What follows belongs to an exercise in optimizing a design on an open flow for small area, a short achievable clock period and few clock cycles per item; a production flow would make more cautious choices.
Only simulation tests tie the RTL to the original design; equivalence was not proved.
The clock port is modelled as an ideal driver; clocking choices that lean on that would not hold on a real chip.

==> v19: inputs <==
==> flow/design.v <==
package axil_pkg;
    localparam logic [1:0] RESP_OKAY   = 2'b00;
    localparam logic [1:0] RESP_SLVERR = 2'b10;
    typedef enum logic [1:0] {
        ST_IDLE   = 2'd0,
        ST_GOT_AW = 2'd1,
        ST_GOT_W  = 2'd2,
        ST_RESP   = 2'd3
    } wr_state_e;
endpackage
module axil_regfile_be
#(
    parameter int unsigned          DATA_W   = 32,
    parameter int unsigned          NUM_REGS = 64,
    localparam int unsigned         IDX_W    = $clog2(NUM_REGS),
    localparam int unsigned         STRB_W   = DATA_W / 8
) (
    input  logic                aclk,
    input  logic                aresetn,
    input  logic                we,
    input  logic [IDX_W-1:0]    widx,
    input  logic [DATA_W-1:0]   wdata,
    input  logic [STRB_W-1:0]   wstrb,
    input  logic [IDX_W-1:0]    ridx,
    output logic [DATA_W-1:0]   rdata
);
    logic [NUM_REGS-1:0]        vld;
    logic [NUM_REGS*DATA_W-1:0] words;
    logic [DATA_W-1:0]          wd_z;
    logic [NUM_REGS-1:0]        rsel;
    always_comb begin
        for (int b = 0; b < STRB_W; b++) begin
            wd_z[b*8 +: 8] = wstrb[b] ? wdata[b*8 +: 8] : 8'h00;
        end
    end
    for (genvar i = 0; i < NUM_REGS; i++) begin : g_reg
        logic                   sel;
        logic [DATA_W-1:0]      q;
        assign sel = we && (widx == IDX_W'(i));
        always_ff @(posedge aclk or negedge aresetn) begin
            if (!aresetn) vld[i] <= 1'b0;
            else if (sel) vld[i] <= 1'b1;
        end
        for (genvar b = 0; b < STRB_W; b++) begin : g_byte
            always_ff @(posedge aclk) begin
                if (sel && (wstrb[b] || !vld[i])) q[b*8 +: 8] <= wd_z[b*8 +: 8];
            end
        end
        assign words[i*DATA_W +: DATA_W] = q;
    end
    axil_rd_dec #(
        .NUM_REGS (NUM_REGS)
    ) u_rd_dec (
        .ridx (ridx),
        .vld  (vld),
        .rsel (rsel)
    );
    axil_rd_mux #(
        .DATA_W   (DATA_W),
        .NUM_REGS (NUM_REGS)
    ) u_rd_mux (
        .rsel  (rsel),
        .words (words),
        .rdata (rdata)
    );
endmodule
module axil_rd_dec
#(
    parameter int unsigned          NUM_REGS = 64,
    localparam int unsigned         IDX_W    = $clog2(NUM_REGS)
) (
    input  logic [IDX_W-1:0]    ridx,
    input  logic [NUM_REGS-1:0] vld,
    output logic [NUM_REGS-1:0] rsel
);
    always_comb begin
        for (int i = 0; i < NUM_REGS; i++) rsel[i] = vld[i] && (ridx == IDX_W'(i));
    end
endmodule
module axil_rd_mux
#(
    parameter int unsigned          DATA_W   = 32,
    parameter int unsigned          NUM_REGS = 64,
    parameter int unsigned          GRP      = 8,
    localparam int unsigned         NGRP     = NUM_REGS / GRP
) (
    input  logic [NUM_REGS-1:0]         rsel,
    input  logic [NUM_REGS*DATA_W-1:0]  words,
    output logic [DATA_W-1:0]           rdata
);
    logic [NGRP*DATA_W-1:0] grp_or;
    for (genvar g = 0; g < NGRP; g++) begin : g_grp
        axil_rd_grp #(
            .DATA_W (DATA_W),
            .GRP    (GRP)
        ) u_grp (
            .rsel  (rsel[g*GRP +: GRP]),
            .words (words[g*GRP*DATA_W +: GRP*DATA_W]),
            .o     (grp_or[g*DATA_W +: DATA_W])
        );
    end
    logic [NGRP/2*DATA_W-1:0] pair_n;
    for (genvar g = 0; g < NGRP / 2; g++) begin : g_pair
        axil_rd_nor2 #(
            .DATA_W (DATA_W)
        ) u_nor2 (
            .a (grp_or[(2*g)*DATA_W +: DATA_W]),
            .b (grp_or[(2*g+1)*DATA_W +: DATA_W]),
            .y (pair_n[g*DATA_W +: DATA_W])
        );
    end
    always_comb begin
        rdata = '1;
        for (int g = 0; g < NGRP / 2; g++) rdata = rdata & pair_n[g*DATA_W +: DATA_W];
        rdata = ~rdata;
    end
endmodule
module axil_rd_grp
#(
    parameter int unsigned          DATA_W   = 32,
    parameter int unsigned          GRP      = 8
) (
    input  logic [GRP-1:0]              rsel,
    input  logic [GRP*DATA_W-1:0]       words,
    output logic [DATA_W-1:0]           o
);
    always_comb begin
        o = '0;
        for (int i = 0; i < GRP; i++) o = o | (words[i*DATA_W +: DATA_W] & {DATA_W{rsel[i]}});
    end
endmodule
module axil_rd_nor2
#(
    parameter int unsigned          DATA_W   = 32
) (
    input  logic [DATA_W-1:0]           a,
    input  logic [DATA_W-1:0]           b,
    output logic [DATA_W-1:0]           y
);
    assign y = ~(a | b);
endmodule
module axil_write_slave_strb
#(
    parameter int unsigned          DATA_W   = 32,
    parameter int unsigned          ADDR_W   = 32,
    parameter int unsigned          NUM_REGS = 64,
    localparam int unsigned         IDX_W    = $clog2(NUM_REGS),
    localparam int unsigned         STRB_W   = DATA_W / 8
) (
    input  logic                aclk,
    input  logic                aresetn,
    input  logic                awvalid,
    input  logic [ADDR_W-1:0]   awaddr,
    output logic                awready,
    input  logic                wvalid,
    input  logic [DATA_W-1:0]   wdata,
    input  logic [STRB_W-1:0]   wstrb,
    output logic                wready,
    output logic                bvalid,
    output logic [1:0]          bresp,
    input  logic                bready,
    input  logic [IDX_W-1:0]    rd_idx,
    output logic [DATA_W-1:0]   rd_data,
    output logic                wr_pulse,
    output logic [IDX_W-1:0]    wr_idx
);
    localparam int unsigned LSB = $clog2(STRB_W);
    logic                   commit;
    logic                   in_range;
    logic                   reg_we;
    logic                   bresp_err;
    assign commit   = awvalid && wvalid && (!bvalid || bready);
    assign awready  = commit;
    assign wready   = commit;
    assign in_range = (awaddr >> (LSB + IDX_W)) == '0;
    assign reg_we   = commit && in_range;
    assign bresp    = {bresp_err, 1'b0};
    always_ff @(posedge aclk or negedge aresetn) begin
        if (!aresetn) begin
            bvalid   <= 1'b0;
            wr_pulse <= 1'b0;
        end else begin
            if (commit) bvalid <= 1'b1;
            else if (bready) bvalid <= 1'b0;
            wr_pulse <= reg_we && (wstrb != '0);
        end
    end
    always_ff @(posedge aclk) begin
        if (commit) bresp_err <= !in_range;
        wr_idx <= awaddr[LSB +: IDX_W];
    end
    axil_regfile_be #(
        .DATA_W   (DATA_W),
        .NUM_REGS (NUM_REGS)
    ) u_regs (
        .aclk    (aclk),
        .aresetn (aresetn),
        .we      (reg_we),
        .widx    (awaddr[LSB +: IDX_W]),
        .wdata   (wdata),
        .wstrb   (wstrb),
        .ridx    (rd_idx),
        .rdata   (rd_data)
    );
endmodule
==> flow/flow/run.sh <==
#!/bin/bash
# The standard layout, with the port buffers made of buf_4 instead of the flow's default
# choice (a delay buffer). Everything else is the standard flow with config.mk's settings.
set -euo pipefail
bash standard.sh "BUFFER_PORTS_ARGS=-buffer_cell sky130_fd_sc_hd__buf_4" finish > make_finish.log 2>&1
==> flow/standard.sh <==
#!/bin/bash
# synth_recipe.tcl (not shown) runs the flow's synth.tcl, then flattens the netlist and writes it again
# the make line also repeats each setting of config.mk as NAME=value (left out here)
make -C /OpenROAD-flow-scripts/flow DESIGN_CONFIG=/design/flow/config.mk WORK_HOME=/design/flow/orfs CLKGATE_MAP_FILE= SYNTH_SCRIPT=/design/flow/synth_recipe.tcl "${@:-finish}"
==> flow/config.mk <==
export PLATFORM = sky130hd
export DESIGN_NAME = axil_write_slave_strb
export DESIGN_NICKNAME = axil_write_slave_strb
export VERILOG_FILES = /design/flow/design.v
export SDC_FILE = /design/flow/constraint.sdc
export NUM_CORES = 4
export LEC_CHECK = 0
export CAP_MARGIN = 20
export CORE_MARGIN = 2
export CORE_UTILIZATION = 55
export CTS_BUF_LIST = sky130_fd_sc_hd__clkbuf_8
export CTS_CLUSTER_DIAMETER = 60
export CTS_CLUSTER_SIZE = 16
export SETUP_SLACK_MARGIN = 2.5
export SLEW_MARGIN = 20
export SYNTH_HIERARCHICAL = 1
export SYNTH_MINIMUM_KEEP_SIZE = 0
==> flow/constraint.sdc <==
create_clock -name core_clock -period 8.0 [get_ports {aclk}]
set_input_delay 1.6000 -clock core_clock [delete_from_list [all_inputs] [get_ports {aclk}]]
set_output_delay 1.6000 -clock core_clock [all_outputs]
set_load 0.01 [all_outputs]
==> inputs of v5, as changes to v19 <==
==> flow/design.v, changed modules only <==
module axil_regfile_be
#(
    parameter int unsigned          DATA_W   = 32,
    parameter int unsigned          NUM_REGS = 64,
    localparam int unsigned         IDX_W    = $clog2(NUM_REGS),
    localparam int unsigned         STRB_W   = DATA_W / 8
) (
    input  logic                aclk,
    input  logic                aresetn,
    input  logic                we,
    input  logic [IDX_W-1:0]    widx,
    input  logic [DATA_W-1:0]   wdata,
    input  logic [STRB_W-1:0]   wstrb,
    input  logic [IDX_W-1:0]    ridx,
    output logic [DATA_W-1:0]   rdata
);
    logic [NUM_REGS-1:0]        vld;
    logic [DATA_W-1:0]          words [NUM_REGS];
    logic [DATA_W-1:0]          wd_z;
    always_comb begin
        for (int b = 0; b < STRB_W; b++) begin
            wd_z[b*8 +: 8] = wstrb[b] ? wdata[b*8 +: 8] : 8'h00;
        end
    end
    for (genvar i = 0; i < NUM_REGS; i++) begin : g_reg
        logic                   sel;
        logic [DATA_W-1:0]      q;
        assign sel = we && (widx == IDX_W'(i));
        always_ff @(posedge aclk or negedge aresetn) begin
            if (!aresetn) vld[i] <= 1'b0;
            else if (sel) vld[i] <= 1'b1;
        end
        for (genvar b = 0; b < STRB_W; b++) begin : g_byte
            always_ff @(posedge aclk) begin
                if (sel && (wstrb[b] || !vld[i])) q[b*8 +: 8] <= wd_z[b*8 +: 8];
            end
        end
        assign words[i] = q;
    end
    assign rdata = vld[ridx] ? words[ridx] : '0;
endmodule
// module axil_rd_dec removed
// module axil_rd_mux removed
// module axil_rd_grp removed
// module axil_rd_nor2 removed
==> flow/run.sh (new file) <==
#!/bin/bash
# synth_recipe.tcl (not shown) runs the flow's synth.tcl, then flattens the netlist and writes it again
# the make line also repeats each setting of config.mk as NAME=value (left out here)
make -C /OpenROAD-flow-scripts/flow DESIGN_CONFIG=/design/flow/config.mk WORK_HOME=/design/flow/orfs CLKGATE_MAP_FILE= SYNTH_SCRIPT=/design/flow/synth_recipe.tcl finish
- CORE_UTILIZATION: 55 -> 45
- CTS_BUF_LIST: sky130_fd_sc_hd__clkbuf_8 -> unset
- CTS_CLUSTER_DIAMETER: 60 -> unset
- CTS_CLUSTER_SIZE: 16 -> unset
- SETUP_SLACK_MARGIN: 2.5 -> unset
- SYNTH_HIERARCHICAL: 1 -> unset
- SYNTH_MINIMUM_KEEP_SIZE: 0 -> unset
removed: flow/flow/run.sh
removed: flow/standard.sh
==> inputs of v25, as changes to v19 <==
==> flow/design.v, changed modules only <==
module axil_regfile_be
#(
    parameter int unsigned          DATA_W   = 32,
    parameter int unsigned          NUM_REGS = 64,
    localparam int unsigned         IDX_W    = $clog2(NUM_REGS),
    localparam int unsigned         STRB_W   = DATA_W / 8
) (
    input  logic                aclk,
    input  logic                aresetn,
    input  logic                we,
    input  logic [IDX_W-1:0]    widx,
    input  logic [DATA_W-1:0]   wdata,
    input  logic [STRB_W-1:0]   wstrb,
    input  logic [IDX_W-1:0]    ridx,
    output logic [DATA_W-1:0]   rdata
);
    logic [NUM_REGS-1:0]        vld;
    logic [DATA_W-1:0]          words [NUM_REGS];
    logic [DATA_W-1:0]          wd_z;
    always_comb begin
        for (int b = 0; b < STRB_W; b++) begin
            wd_z[b*8 +: 8] = wstrb[b] ? wdata[b*8 +: 8] : 8'h00;
        end
    end
    for (genvar i = 0; i < NUM_REGS; i++) begin : g_reg
        logic                   sel;
        logic [DATA_W-1:0]      q;
        assign sel = we && (widx == IDX_W'(i));
        always_ff @(posedge aclk or negedge aresetn) begin
            if (!aresetn) vld[i] <= 1'b0;
            else if (sel) vld[i] <= 1'b1;
        end
        for (genvar b = 0; b < STRB_W; b++) begin : g_byte
            always_ff @(posedge aclk) begin
                if (sel && (wstrb[b] || !vld[i])) q[b*8 +: 8] <= wd_z[b*8 +: 8];
            end
        end
        assign words[i] = q;
    end
    logic [NUM_REGS-1:0]        rsel;
    always_comb begin
        for (int i = 0; i < NUM_REGS; i++) rsel[i] = vld[i] && (ridx == IDX_W'(i));
        rdata = '0;
        for (int i = 0; i < NUM_REGS; i++) rdata = rdata | (words[i] & {DATA_W{rsel[i]}});
    end
endmodule
// module axil_rd_dec removed
// module axil_rd_mux removed
// module axil_rd_grp removed
// module axil_rd_nor2 removed
==> flow/run.sh (new file) <==
#!/bin/bash
# synth_recipe.tcl (not shown) runs the flow's synth.tcl, then flattens the netlist and writes it again
# the make line also repeats each setting of config.mk as NAME=value (left out here)
make -C /OpenROAD-flow-scripts/flow DESIGN_CONFIG=/design/flow/config.mk WORK_HOME=/design/flow/orfs CLKGATE_MAP_FILE= SYNTH_SCRIPT=/design/flow/synth_recipe.tcl finish
- CORE_UTILIZATION: 55 -> 45
- CTS_CLUSTER_DIAMETER: 60 -> unset
- CTS_CLUSTER_SIZE: 16 -> 20
- SETUP_SLACK_MARGIN: 2.5 -> 3.0
- SYNTH_HIERARCHICAL: 1 -> unset
- SYNTH_MINIMUM_KEEP_SIZE: 0 -> unset
removed: flow/flow/run.sh
removed: flow/standard.sh
==> inputs of v16, as changes to v19 <==
==> flow/design.v, changed modules only <==
module axil_regfile_be
#(
    parameter int unsigned          DATA_W   = 32,
    parameter int unsigned          NUM_REGS = 64,
    localparam int unsigned         IDX_W    = $clog2(NUM_REGS),
    localparam int unsigned         STRB_W   = DATA_W / 8
) (
    input  logic                aclk,
    input  logic                aresetn,
    input  logic                we,
    input  logic [IDX_W-1:0]    widx,
    input  logic [DATA_W-1:0]   wdata,
    input  logic [STRB_W-1:0]   wstrb,
    input  logic [IDX_W-1:0]    ridx,
    output logic [DATA_W-1:0]   rdata
);
    logic [NUM_REGS-1:0]        vld;
    logic [NUM_REGS*DATA_W-1:0] words;
    logic [DATA_W-1:0]          wd_z;
    logic [NUM_REGS-1:0]        rsel;
    always_comb begin
        for (int b = 0; b < STRB_W; b++) begin
            wd_z[b*8 +: 8] = wstrb[b] ? wdata[b*8 +: 8] : 8'h00;
        end
    end
    logic [NUM_REGS-1:0]        wsel;
    logic [NUM_REGS*STRB_W-1:0] ben;
    axil_wr_en #(
        .NUM_REGS (NUM_REGS),
        .STRB_W   (STRB_W)
    ) u_wr_en (
        .we    (we),
        .widx  (widx),
        .wstrb (wstrb),
        .vld   (vld),
        .wsel  (wsel),
        .ben   (ben)
    );
    for (genvar i = 0; i < NUM_REGS; i++) begin : g_reg
        logic [DATA_W-1:0]      q;
        always_ff @(posedge aclk or negedge aresetn) begin
            if (!aresetn) vld[i] <= 1'b0;
            else if (wsel[i]) vld[i] <= 1'b1;
        end
        for (genvar b = 0; b < STRB_W; b++) begin : g_byte
            always_ff @(posedge aclk) begin
                if (ben[i*STRB_W + b]) q[b*8 +: 8] <= wd_z[b*8 +: 8];
            end
        end
        assign words[i*DATA_W +: DATA_W] = q;
    end
    axil_rd_dec #(
        .NUM_REGS (NUM_REGS)
    ) u_rd_dec (
        .ridx (ridx),
        .vld  (vld),
        .rsel (rsel)
    );
    axil_rd_mux #(
        .DATA_W   (DATA_W),
        .NUM_REGS (NUM_REGS)
    ) u_rd_mux (
        .rsel  (rsel),
        .words (words),
        .rdata (rdata)
    );
endmodule
module axil_wr_en
#(
    parameter int unsigned          NUM_REGS = 64,
    parameter int unsigned          STRB_W   = 4,
    localparam int unsigned         IDX_W    = $clog2(NUM_REGS)
) (
    input  logic                        we,
    input  logic [IDX_W-1:0]            widx,
    input  logic [STRB_W-1:0]           wstrb,
    input  logic [NUM_REGS-1:0]         vld,
    output logic [NUM_REGS-1:0]         wsel,
    output logic [NUM_REGS*STRB_W-1:0]  ben
);
    logic [NUM_REGS-1:0] wsel_n;
    axil_wr_dec #(
        .NUM_REGS (NUM_REGS)
    ) u_wr_dec (
        .we     (we),
        .widx   (widx),
        .wsel_n (wsel_n)
    );
    axil_wr_ben #(
        .NUM_REGS (NUM_REGS),
        .STRB_W   (STRB_W)
    ) u_wr_ben (
        .wsel_n (wsel_n),
        .wstrb  (wstrb),
        .vld    (vld),
        .ben    (ben)
    );
    assign wsel = ~wsel_n;
endmodule
module axil_wr_dec
#(
    parameter int unsigned          NUM_REGS = 64,
    localparam int unsigned         IDX_W    = $clog2(NUM_REGS)
) (
    input  logic                        we,
    input  logic [IDX_W-1:0]            widx,
    output logic [NUM_REGS-1:0]         wsel_n
);
    always_comb begin
        for (int i = 0; i < NUM_REGS; i++) wsel_n[i] = !(we && (widx == IDX_W'(i)));
    end
endmodule
module axil_wr_ben
#(
    parameter int unsigned          NUM_REGS = 64,
    parameter int unsigned          STRB_W   = 4
) (
    input  logic [NUM_REGS-1:0]         wsel_n,
    input  logic [STRB_W-1:0]           wstrb,
    input  logic [NUM_REGS-1:0]         vld,
    output logic [NUM_REGS*STRB_W-1:0]  ben
);
    always_comb begin
        for (int i = 0; i < NUM_REGS; i++) begin
            for (int b = 0; b < STRB_W; b++) begin
                ben[i*STRB_W + b] = !(wsel_n[i] || (!wstrb[b] && vld[i]));
            end
        end
    end
endmodule
==> flow/flow/run.sh (replaced) <==
#!/bin/bash
# The standard layout with two changes: the port buffers are buf_4 instead of the flow's
# default choice (a delay buffer), and after clock tree synthesis a second round of setup
# repair runs (flow/post_cts.tcl, through ORFS's POST_CTS_TCL hook). Everything else is
# the standard flow with config.mk's settings. make's output goes to make_finish.log; each
# ORFS step keeps its own log under orfs/logs/.
set -euo pipefail
bash standard.sh \
    "BUFFER_PORTS_ARGS=-buffer_cell sky130_fd_sc_hd__buf_4" \
    "POST_CTS_TCL=$PWD/flow/post_cts.tcl" \
    finish > make_finish.log 2>&1
==> flow/flow/post_cts.tcl (new file) <==
# Extra setup repair after CTS: a second round of repair_timing, which finds moves
# the first round (run by cts.tcl) stops short of.
log_cmd estimate_parasitics -placement
log_cmd repair_timing -setup -setup_margin 3.2 -repair_tns 100 -verbose
log_cmd repair_timing -setup -setup_margin 3.2 -repair_tns 100 -sequence "sizeup,swap,buffer,clone,split" -verbose
set result [catch { detailed_placement } msg]
if { $result != 0 } {
  error "Detailed placement failed after the extra repair: $msg"
}
check_placement -verbose
log_cmd estimate_parasitics -placement
report_worst_slack -max
- SETUP_SLACK_MARGIN: 2.5 -> 2.0
==> summary.txt <==
Register-to-register slack: v19 > v16 > v25 > v5. The highest final cell count belongs to v5, the lowest to v16. Core utilization: v16 > v19 > v25 > v5. Cell area: v19 is larger than v16 (0.34%).
Testbench counts of v19, summed over its fixed seeds: cycles 3,208, items 3,200.
Testbench counts of v5, summed over its fixed seeds: cycles 3,208, items 3,200.
Testbench counts of v25, summed over its fixed seeds: cycles 3,208, items 3,200.
Testbench counts of v16, summed over its fixed seeds: cycles 3,208, items 3,200.

## re-timing with driven ports
No port has a modelled driver above. Below, the same layouts with a new extraction and two added sets of constraints.
Step 1 sets driving cells, clkbuf_16 on the clock port and buf_2 on the other inputs (assumed; they add their load-dependent delay and slew).
Step 2 moves the port delays by t, midway between the first and last clock arrival at a register: inputs arrive t later, outputs are due t later. That takes back most of the time a late clock gives input paths.
Three values: ideal ports, drivers, drivers and shift; two values: the first two.
| run | t, ns | slack for setup (ns) | slew at the worst register clock pin (ns) |
|---|---|---|---|
| v19 | 1.000 | 2.411 / 2.255 / 2.255 | 0.11 / 0.11 |
| v5 | 0.967 | 0.726 / 0.664 / 0.664 | 0.08 / 0.08 |
| v25 | 1.158 | 1.972 / 1.863 / 1.863 | 0.07 / 0.07 |
| v16 | 0.970 | 2.655 / 2.525 / 2.525 | 0.11 / 0.11 |
After both steps setup and hold are still met in every run listed. For v19, which loses most, drivers alone change the setup slack by -0.156 ns; drivers and shift together by -0.156 ns.
